Source: an optimization exercise on an open RTL-to-GDS flow (aim: a short achievable clock period and few clock cycles per item). Production flows keep margins and buffers that such runs may drop. Function was checked by simulation only, so behaviour that the tests miss may differ from the original. Power and IR drop assume default switching activity.

==> flow/run.sh <==
#!/bin/bash
# synth_recipe.tcl (not shown) runs the flow's synth.tcl, then flattens the netlist and writes it again
# the make line also repeats each setting of config.mk as NAME=value (left out here)
make -C /OpenROAD-flow-scripts/flow DESIGN_CONFIG=/design/flow/config.mk WORK_HOME=/design/flow/orfs CLKGATE_MAP_FILE= SYNTH_SCRIPT=/design/flow/synth_recipe.tcl finish
==> flow/config.mk <==
export PLATFORM = sky130hd
export DESIGN_NAME = cpu
export DESIGN_NICKNAME = cpu
export VERILOG_FILES = /design/flow/design.v
export SDC_FILE = /design/flow/constraint.sdc
export NUM_CORES = 4
export LEC_CHECK = 0
export CAP_MARGIN = 20
export CORE_MARGIN = 2
export CORE_UTILIZATION = 40
export SLEW_MARGIN = 20
==> flow/constraint.sdc <==
create_clock -name core_clock -period 6.0 [get_ports {clk_cpu}]
set_input_delay 1.2000 -clock core_clock [delete_from_list [all_inputs] [get_ports {clk_cpu}]]
set_output_delay 1.2000 -clock core_clock [all_outputs]
set_load 0.01 [all_outputs]
==> flow/design.v <==
`timescale 1ns/1ps
`default_nettype none
package cpu_pkg;
    typedef logic [32-1:0] word_t;
    typedef logic [$clog2(32)-1:0] reg_addr_t;
    localparam logic [6:0] OPC_OP     = 7'b0110011;
    localparam logic [6:0] OPC_OP_IMM = 7'b0010011;
    localparam logic [6:0] OPC_LUI    = 7'b0110111;
    localparam int SEL_ADD  = 0;
    localparam int SEL_SUB  = 1;
    localparam int SEL_SLT  = 2;
    localparam int SEL_SLTU = 3;
    localparam int SEL_XOR  = 4;
    localparam int SEL_OR   = 5;
    localparam int SEL_AND  = 6;
    localparam int SEL_SLL  = 7;
    localparam int SEL_SR   = 8;
    localparam int SEL_N    = 9;
endpackage
`default_nettype wire
`timescale 1ns/1ps
`default_nettype none
module fetch_unit (
    input  wire                 clk_cpu,
    input  wire                 reset_i,
    input  wire [31:0]          irom_inst_i,
    output cpu_pkg::word_t      irom_addr_o,
    output logic [31:0]         inst_o,
    output cpu_pkg::word_t      pc_o,
    output logic                valid_o
);
    logic [29:0] pc_q;
    assign irom_addr_o = {pc_q, 2'b00};
    always_ff @(posedge clk_cpu) begin
        if (reset_i) begin
            pc_q    <= '0;
            valid_o <= 1'b0;
        end else begin
            pc_q    <= pc_q + 30'd1;
            valid_o <= 1'b1;
        end
    end
    always_ff @(posedge clk_cpu) begin
        inst_o <= irom_inst_i;
        pc_o   <= {pc_q, 2'b00};
    end
endmodule
`default_nettype wire
`timescale 1ns/1ps
`default_nettype none
module decode_unit (
    input  wire                     clk_cpu,
    input  wire                     reset_i,
    input  wire [31:0]              inst_i,
    input  wire cpu_pkg::word_t     pc_i,
    input  wire                     valid_i,
    input  wire cpu_pkg::word_t     alu_res_i,
    input  wire                     wb_we_i,
    input  wire cpu_pkg::reg_addr_t wb_rd_i,
    input  wire cpu_pkg::word_t     wb_value_i,
    output logic                    ex_valid_o,
    output cpu_pkg::word_t          ex_pc_o,
    output cpu_pkg::word_t          ex_a_o,
    output cpu_pkg::word_t          ex_b_o,
    output logic [cpu_pkg::SEL_N-1:0] ex_sel_o,
    output logic                    ex_sra_o,
    output cpu_pkg::reg_addr_t      ex_rd_o,
    output logic                    ex_ena_o
);
    logic [6:0] opcode;
    logic [2:0] f3;
    cpu_pkg::reg_addr_t rs1, rs2, rd;
    logic is_op, is_imm, is_lui, ena;
    cpu_pkg::word_t imm;
    logic [cpu_pkg::SEL_N-1:0] sel;
    logic sra;
    logic ex_wr_q;
    assign opcode = inst_i[6:0];
    assign f3     = inst_i[14:12];
    assign rd     = inst_i[11:7];
    assign rs1    = inst_i[19:15];
    assign rs2    = inst_i[24:20];
    assign is_op  = opcode == cpu_pkg::OPC_OP;
    assign is_imm = opcode == cpu_pkg::OPC_OP_IMM;
    assign is_lui = opcode == cpu_pkg::OPC_LUI;
    assign ena    = is_op | is_imm | is_lui;
    assign imm    = is_lui ? {inst_i[31:12], 12'b0} : {{20{inst_i[31]}}, inst_i[31:20]};
    always_comb begin
        sel = '0;
        sra = 1'b0;
        if (is_lui) begin
            sel[cpu_pkg::SEL_OR] = 1'b1;        
        end else begin
            case (f3)
                3'b000: begin
                    if (is_op && inst_i[30]) sel[cpu_pkg::SEL_SUB] = 1'b1;
                    else                     sel[cpu_pkg::SEL_ADD] = 1'b1;
                end
                3'b001: sel[cpu_pkg::SEL_SLL]  = 1'b1;
                3'b010: sel[cpu_pkg::SEL_SLT]  = 1'b1;
                3'b011: sel[cpu_pkg::SEL_SLTU] = 1'b1;
                3'b100: sel[cpu_pkg::SEL_XOR]  = 1'b1;
                3'b101: begin
                    sel[cpu_pkg::SEL_SR] = 1'b1;
                    sra = inst_i[30];
                end
                3'b110: sel[cpu_pkg::SEL_OR]   = 1'b1;
                default: sel[cpu_pkg::SEL_AND] = 1'b1;
            endcase
        end
    end
    cpu_pkg::word_t regs [1:31];
    for (genvar i = 1; i < 32; i++) begin : g_rf
        always_ff @(posedge clk_cpu) begin
            if (wb_we_i && wb_rd_i == 5'(i)) begin
                regs[i] <= wb_value_i;
            end
        end
    end
    function automatic cpu_pkg::word_t rf_read(input cpu_pkg::reg_addr_t a);
        cpu_pkg::word_t v;
        v = '0;
        for (int i = 1; i < 32; i++) begin
            v = v | ({32{a == 5'(i)}} & regs[i]);
        end
        rf_read = v;
    endfunction
    cpu_pkg::word_t rf1, rf2, a_val, b_val;
    logic fwd_a, fwd_b;
    assign rf1 = (wb_we_i && wb_rd_i == rs1) ? wb_value_i : rf_read(rs1);
    assign rf2 = (wb_we_i && wb_rd_i == rs2) ? wb_value_i : rf_read(rs2);
    assign fwd_a = ex_wr_q && ex_rd_o == rs1 && !is_lui;
    assign fwd_b = ex_wr_q && ex_rd_o == rs2 && is_op;
    assign a_val = fwd_a ? alu_res_i : (is_lui ? '0 : rf1);
    assign b_val = fwd_b ? alu_res_i : (is_op ? rf2 : imm);
    always_ff @(posedge clk_cpu) begin
        if (reset_i) begin
            ex_valid_o <= 1'b0;
            ex_wr_q    <= 1'b0;
        end else begin
            ex_valid_o <= valid_i;
            ex_wr_q    <= valid_i && ena && rd != '0;
        end
    end
    always_ff @(posedge clk_cpu) begin
        ex_pc_o  <= pc_i;
        ex_a_o   <= a_val;
        ex_b_o   <= b_val;
        ex_sel_o <= sel;
        ex_sra_o <= sra;
        ex_rd_o  <= rd;
        ex_ena_o <= ena;
    end
endmodule
`default_nettype wire
`timescale 1ns/1ps
`default_nettype none
module execute_unit (
    input  wire cpu_pkg::word_t         a_i,
    input  wire cpu_pkg::word_t         b_i,
    input  wire [cpu_pkg::SEL_N-1:0]    sel_i,
    input  wire                         sra_i,
    output cpu_pkg::word_t              result_o
);
    logic [4:0]  shamt;
    cpu_pkg::word_t sum, sll, sr;
    logic [32:0] diff;
    logic lt, ltu;
    assign shamt = b_i[4:0];
    assign sum   = a_i + b_i;
    assign diff  = {1'b0, a_i} - {1'b0, b_i};
    assign ltu   = diff[32];
    assign lt    = (a_i[31] ^ b_i[31]) ? a_i[31] : diff[31];
    assign sll   = a_i << shamt;
    assign sr    = 32'($signed({sra_i & a_i[31], a_i}) >>> shamt);
    assign result_o = ({32{sel_i[cpu_pkg::SEL_ADD]}}  & sum)
                    | ({32{sel_i[cpu_pkg::SEL_SUB]}}  & diff[31:0])
                    | ({32{sel_i[cpu_pkg::SEL_SLT]}}  & {31'b0, lt})
                    | ({32{sel_i[cpu_pkg::SEL_SLTU]}} & {31'b0, ltu})
                    | ({32{sel_i[cpu_pkg::SEL_XOR]}}  & (a_i ^ b_i))
                    | ({32{sel_i[cpu_pkg::SEL_OR]}}   & (a_i | b_i))
                    | ({32{sel_i[cpu_pkg::SEL_AND]}}  & (a_i & b_i))
                    | ({32{sel_i[cpu_pkg::SEL_SLL]}}  & sll)
                    | ({32{sel_i[cpu_pkg::SEL_SR]}}   & sr);
endmodule
`default_nettype wire
`timescale 1ns/1ps
`default_nettype none
module result_unit (
    input  wire                     clk_cpu,
    input  wire                     reset_i,
    input  wire                     valid_i,
    input  wire cpu_pkg::word_t     pc_i,
    input  wire cpu_pkg::reg_addr_t rd_i,
    input  wire                     ena_i,
    input  wire cpu_pkg::word_t     result_i,
    output logic                    wb_we_o,
    output cpu_pkg::reg_addr_t      wb_rd_o,
    output cpu_pkg::word_t          wb_value_o,
    output logic                    debug_wb_have_inst_o,
    output cpu_pkg::word_t          debug_wb_pc_o,
    output logic                    debug_wb_ena_o,
    output cpu_pkg::reg_addr_t      debug_wb_reg_o,
    output cpu_pkg::word_t          debug_wb_value_o
);
    logic               valid_q;
    logic               ena_q;
    logic               we_q;
    cpu_pkg::word_t     pc_q;
    cpu_pkg::reg_addr_t rd_q;
    cpu_pkg::word_t     value_q;
    always_ff @(posedge clk_cpu) begin
        if (reset_i) begin
            valid_q <= 1'b0;
            we_q    <= 1'b0;
        end else begin
            valid_q <= valid_i;
            we_q    <= valid_i && ena_i && rd_i != '0;
        end
    end
    always_ff @(posedge clk_cpu) begin
        ena_q   <= ena_i;
        pc_q    <= pc_i;
        rd_q    <= rd_i;
        value_q <= result_i;
    end
    assign wb_we_o    = we_q;
    assign wb_rd_o    = rd_q;
    assign wb_value_o = value_q;
    assign debug_wb_have_inst_o = valid_q;
    assign debug_wb_pc_o        = pc_q;
    assign debug_wb_ena_o       = ena_q;
    assign debug_wb_reg_o       = rd_q;
    assign debug_wb_value_o     = value_q;
endmodule
`default_nettype wire
`timescale 1ns/1ps
`default_nettype none
module cpu (
    input  wire                        clk_cpu,
    input  wire                        reset_i,
    input  wire [32-1:0]  irom_inst_i,
    output cpu_pkg::word_t             irom_addr_o,
    output logic                       debug_wb_have_inst_o,
    output cpu_pkg::word_t             debug_wb_pc_o,
    output logic                       debug_wb_ena_o,
    output cpu_pkg::reg_addr_t         debug_wb_reg_o,
    output cpu_pkg::word_t             debug_wb_value_o
);
    logic [31:0]        fd_inst;
    cpu_pkg::word_t     fd_pc;
    logic               fd_valid;
    logic               ex_valid;
    cpu_pkg::word_t     ex_pc;
    cpu_pkg::word_t     ex_a;
    cpu_pkg::word_t     ex_b;
    logic [cpu_pkg::SEL_N-1:0] ex_sel;
    logic               ex_sra;
    cpu_pkg::reg_addr_t ex_rd;
    logic               ex_ena;
    cpu_pkg::word_t     alu_res;
    logic               wb_we;
    cpu_pkg::reg_addr_t wb_rd;
    cpu_pkg::word_t     wb_value;
    fetch_unit u_fetch (
        .clk_cpu     (clk_cpu),
        .reset_i     (reset_i),
        .irom_inst_i (irom_inst_i),
        .irom_addr_o (irom_addr_o),
        .inst_o      (fd_inst),
        .pc_o        (fd_pc),
        .valid_o     (fd_valid)
    );
    decode_unit u_decode (
        .clk_cpu    (clk_cpu),
        .reset_i    (reset_i),
        .inst_i     (fd_inst),
        .pc_i       (fd_pc),
        .valid_i    (fd_valid),
        .alu_res_i  (alu_res),
        .wb_we_i    (wb_we),
        .wb_rd_i    (wb_rd),
        .wb_value_i (wb_value),
        .ex_valid_o (ex_valid),
        .ex_pc_o    (ex_pc),
        .ex_a_o     (ex_a),
        .ex_b_o     (ex_b),
        .ex_sel_o   (ex_sel),
        .ex_sra_o   (ex_sra),
        .ex_rd_o    (ex_rd),
        .ex_ena_o   (ex_ena)
    );
    execute_unit u_execute (
        .a_i      (ex_a),
        .b_i      (ex_b),
        .sel_i    (ex_sel),
        .sra_i    (ex_sra),
        .result_o (alu_res)
    );
    result_unit u_result (
        .clk_cpu              (clk_cpu),
        .reset_i              (reset_i),
        .valid_i              (ex_valid),
        .pc_i                 (ex_pc),
        .rd_i                 (ex_rd),
        .ena_i                (ex_ena),
        .result_i             (alu_res),
        .wb_we_o              (wb_we),
        .wb_rd_o              (wb_rd),
        .wb_value_o           (wb_value),
        .debug_wb_have_inst_o (debug_wb_have_inst_o),
        .debug_wb_pc_o        (debug_wb_pc_o),
        .debug_wb_ena_o       (debug_wb_ena_o),
        .debug_wb_reg_o       (debug_wb_reg_o),
        .debug_wb_value_o     (debug_wb_value_o)
    );
endmodule
`default_nettype wire
==> notes.md <==
worst max path at each step:
stage | endpoint | slack, ps | cells after the start | start
after floorplan | u_decode.ex_b_o[31] | 770 | 21 | u_decode.ex_b_o[3]
after global placement | u_decode.ex_b_o[31] | 1030 | 16 | u_decode.ex_a_o[4]
after detailed placement | u_decode.ex_b_o[31] | 950 | 17 | u_decode.ex_a_o[1]
after CTS | u_decode.ex_b_o[31] | 940 | 17 | u_decode.ex_a_o[1]
after global routing | u_decode.ex_b_o[31] | 600 | 17 | u_decode.ex_a_o[1]
final | u_decode.ex_b_o[31] | 890 | 17 | u_decode.ex_a_o[1]
where the power goes:
group	internal [mW]	total (mW)	switching [mW]
Combinational	0.934	3.06	2.13
Clock	4.99	8.72	3.72
Sequential	9.94	10.2	0.215
area by class of cell:
cell class / instances / area [um2]
Antenna cell: 8 / 20.0
Clock buffer: 170 / 3720
Clock inverter: 70 / 833
Fill cell: 12900 / 76000
Inverter: 151 / 567
Multi-Input combinational cell: 3115 / 21700
Sequential cell: 1267 / 35300
Tap cell: 1903 / 2380
Timing Repair Buffer: 379 / 3530
sequential cells by signal, summed over array words and instances, names as in the netlist, 5 cells and up:
name,count
u_result.rd_q,5
u_decode.ex_rd_o,5
u_fetch.pc_o,30
u_result.pc_q,30
u_decode.ex_pc_o,30
u_decode.ex_b_o,32
u_decode.ex_a_o,32
u_decode.regs,992
u_fetch.inst_o,32
u_fetch.pc_q,30
u_decode.ex_sel_o,9
u_result.value_q,32
cell families after synthesis:
family | share of synthesized area (%)
fa+ha+maj | 2.21
flops | 60.6
other cells | 0.00644
simple gates | 9.79
xor+xnor | 1.04
buf+inv | 3.39
mux | 2.96
compound gates | 20.0
cell usage in the layout, fill, tap and decap left out, drive strengths merged, types with 28 or more instances in the layout:
master         instances
nand2                456
a31oi                 31
a211oi                28
clkinv                47
edfxtp               992
xor2                  40
a22oi                805
dfxtp                275
nor4                  66
nor2                 341
nand4                 48
o21ai                167
buf                  247
ha                    98
mux2i                 36
a21oi                184
xnor2                 29
a22o                  45
a222oi                59
and3                  31
inv                  157
clkbuf               170
o211ai                38
clkdlybuf4s50        132
nor3                  60
nand3                118
a221oi                57
mux4                  56
routing by layer:
metal,track usage [%],up-vias,part of all wire [%]
met5,0.487,-,0.095
met1,45.8,24700,33
met2,53.3,5470,40
met3,17.6,1674,17
li1,-,19600,-
met4,26.3,22,9.2
per-stage QoR:
step / cells / hold WS [ps] / power [mW]
after floorplan: 4882 / 310 / 11.9
final: 7063 / 318 / 21.9
after detailed placement: 6812 / 312 / 13.2
after global placement: 6808 / 310 / 13.2
after CTS: 7052 / 321 / 21.7
after global routing: 7055 / 322 / 22.4
==> flow_metrics.env <==
export IMPL_status="finished clean"
export IMPL_fp_dieW_um=385
export IMPL_critPathSlowestCell="sky130_fd_sc_hd__dfxtp_1"
export IMPL_die_area_mm2=0.149
export IMPL_fp_row_count=139
export IMPL_maxCapViolations=0
export IMPL_critical_path_required_time_ps=6610
export IMPL_cts_buffers=135
export IMPL_clock_tree_htree_level_count=4
export IMPL_reg2reg_capture_point="u_decode.ex_b_o[31]"
export IMPL_post_cts_resize_count=0
export IMPL_hold_path_class="register to register"
export IMPL_effective_utilization_at_floorplan_pct=40.4
export IMPL_global_route_usage_total_pct=37.9
export IMPL_number_of_antenna_violations_at_the_first_check_in_global_routing=13
export IMPL_place_area_mm2=0.0634
export IMPL_setup_slack_ps=891
export IMPL_grt_start_max_net_pins=77
export IMPL_drive_above_1_share_pct=12.8
export IMPL_max_freq_ghz=0.196
export IMPL_async_flop_share_pct=0
export IMPL_io_pins=137
export IMPL_most_common_flop_cell_mapped_by_yosys="sky130_fd_sc_hd__edfxtp_1"
export IMPL_relSlewSlack_pct=10.5
export IMPL_root_buffer="sky130_fd_sc_hd__clkbuf_16"
export IMPL_rsz0062_at_grt="false"
export IMPL_r2r_slack_ps=890
export IMPL_drtAntennaViolNets=0
export IMPL_ff_latch_count_synth=1267
export IMPL_reg2regPathDepth=17
export IMPL_min_delay_start="u_fetch.pc_o[29]"
export IMPL_yosys_cell_count_top_type="sky130_fd_sc_hd__edfxtp_1"
export IMPL_cts_tree="yes"
export IMPL_synth_top_area_cell="sky130_fd_sc_hd__edfxtp_1"
export IMPL_final_min_clock_period_ps=5110
export IMPL_path_cells="inv_1 -> ha_1 -> o21ba_1 -> or4_4 -> a2111oi_2 -> nor3_2 -> a21oi_2 -> o21ai_1 -> o31ai_1 -> a21oi_1 -> o31ai_1 -> fa_1 -> nand2_1 -> o211ai_1 -> a211o_1 -> a221oi_2 -> o221ai_1"
export IMPL_place_gp_congestion=1.04
export IMPL_clock_latency_ps=820
export IMPL_timing_setup_critical_path_class="register to register"
export IMPL_clkSinkCount=1267
export IMPL_worstPathBufferInverterCount=1
export IMPL_cpPeakStageDelay_ps=530
export IMPL_syn_cell_area_mm2=0.0582
export IMPL_peak_supply_drop_v=0.000286
export IMPL_clock_skew_final_ps=48.9
export IMPL_clock_slew_seen_by_the_registers_of_the_worst_setup_and_hold_paths_ps=70
export IMPL_post_synth_main_area_contributors="sky130_fd_sc_hd__edfxtp_1 (51%), sky130_fd_sc_hd__a22oi_1 (10%), sky130_fd_sc_hd__dfxtp_1 (9.5%)"
export IMPL_min_delay_path_depth=0
export IMPL_worst_ep_arrival_time_ps=5720
export IMPL_finalCritPeriodShare_pct=85.1
export IMPL_detailedPlacementHpwl_um=178000
export IMPL_max_slew_worst_pin_slew_ps=1340
export IMPL_area_growth_synth_to_final_pct=16.9
export IMPL_reg2reg_from="u_decode.ex_a_o[1]"
export IMPL_critPathTopFamily="compound AO/OA/AOI/OAI gates"
export IMPL_wl_per_cell_um=40.9
export IMPL_num_vias=51500
export IMPL_postCtsHoldBufs=0
export IMPL_yosys_warnings=4
export IMPL_timing_hold_violations_final=0
export IMPL_worst_setup_path_start_kind="register"
export IMPL_largest_fanout_of_any_net_on_the_critical_path=9
export IMPL_final_net_count=5184
export IMPL_power_density_mw_per_mm2=322
export IMPL_wire_length_of_the_first_global_routing_pass_um=390000
export IMPL_first_global_vias=47600
export IMPL_finalMaxSlewViolations=0
export IMPL_detailedRoute_firstPassIterationCount=11
export IMPL_ys_types=92
export IMPL_postSynthAreaPerCell_um2=11.9
export IMPL_drc_errors=0
export IMPL_synth_largest_type_area_fraction_pct=51.2
export IMPL_finalSetupTns_ps=0
export IMPL_max_clock_path_buffers=3
export IMPL_detail_route_iter0_violations=12200
export IMPL_place_port_buffers=132
export IMPL_synth_common_cells="sky130_fd_sc_hd__edfxtp_1 (992), sky130_fd_sc_hd__a22oi_1 (805), sky130_fd_sc_hd__nand2_1 (456)"
export IMPL_critical_path_endpoint_type="register"
export IMPL_die_y_um=385
export IMPL_drt_wl_total_um=289000
export IMPL_yosysSeqAreaShare_pct=60.6
export IMPL_globalRouteOverflowTotal=0
export IMPL_setup_viol=0
export IMPL_synth_edf_count=992
export IMPL_fin_util_pct=47.3
export IMPL_postCtsSetupBuffers=0
export IMPL_routed_via_density=7.29
export IMPL_cpMostUsedCell="sky130_fd_sc_hd__o31ai_1"
export IMPL_syn_inst=4879
export IMPL_leak_nw=23.9
export IMPL_setup_ws_pre_cts_ps=954
export IMPL_min_delay_worst_endpoint="u_decode.ex_pc_o[29]"
export IMPL_placeableCoreArea_mm2=0.144
export IMPL_finalInstanceArea_mm2=0.0681
Testbench counts, summed over its fixed seeds: cycles 24,016, items 24,000.

[port drivers added, routing unchanged]
The flow's constraints put no driver on any port. The routed layout listed below was extracted and timed again, unchanged, in two steps.
Step 1 sets driving cells, clkbuf_16 on the clock port and buf_2 on the other inputs (assumed; they add their load-dependent delay and slew).
Step 2 moves the port delays by t, midway between the first and last clock arrival at a register: inputs arrive t later, outputs are due t later. That takes back most of the time a late clock gives input paths.
Slacks: ideal ports / drivers / drivers and shift; pairs: ideal ports / drivers.
t (ns): 0.877
setup slack, ns: 0.891 / 0.891 / 0.891
worst setup path at the end: register to register
slew at the worst register clock pin (ns): 0.07 / 0.07
pins driven straight from the clock port: 1
After both steps this run still meets setup and hold. For this run, drivers alone change the setup slack by 0.000 ns; drivers and shift together by 0.000 ns.
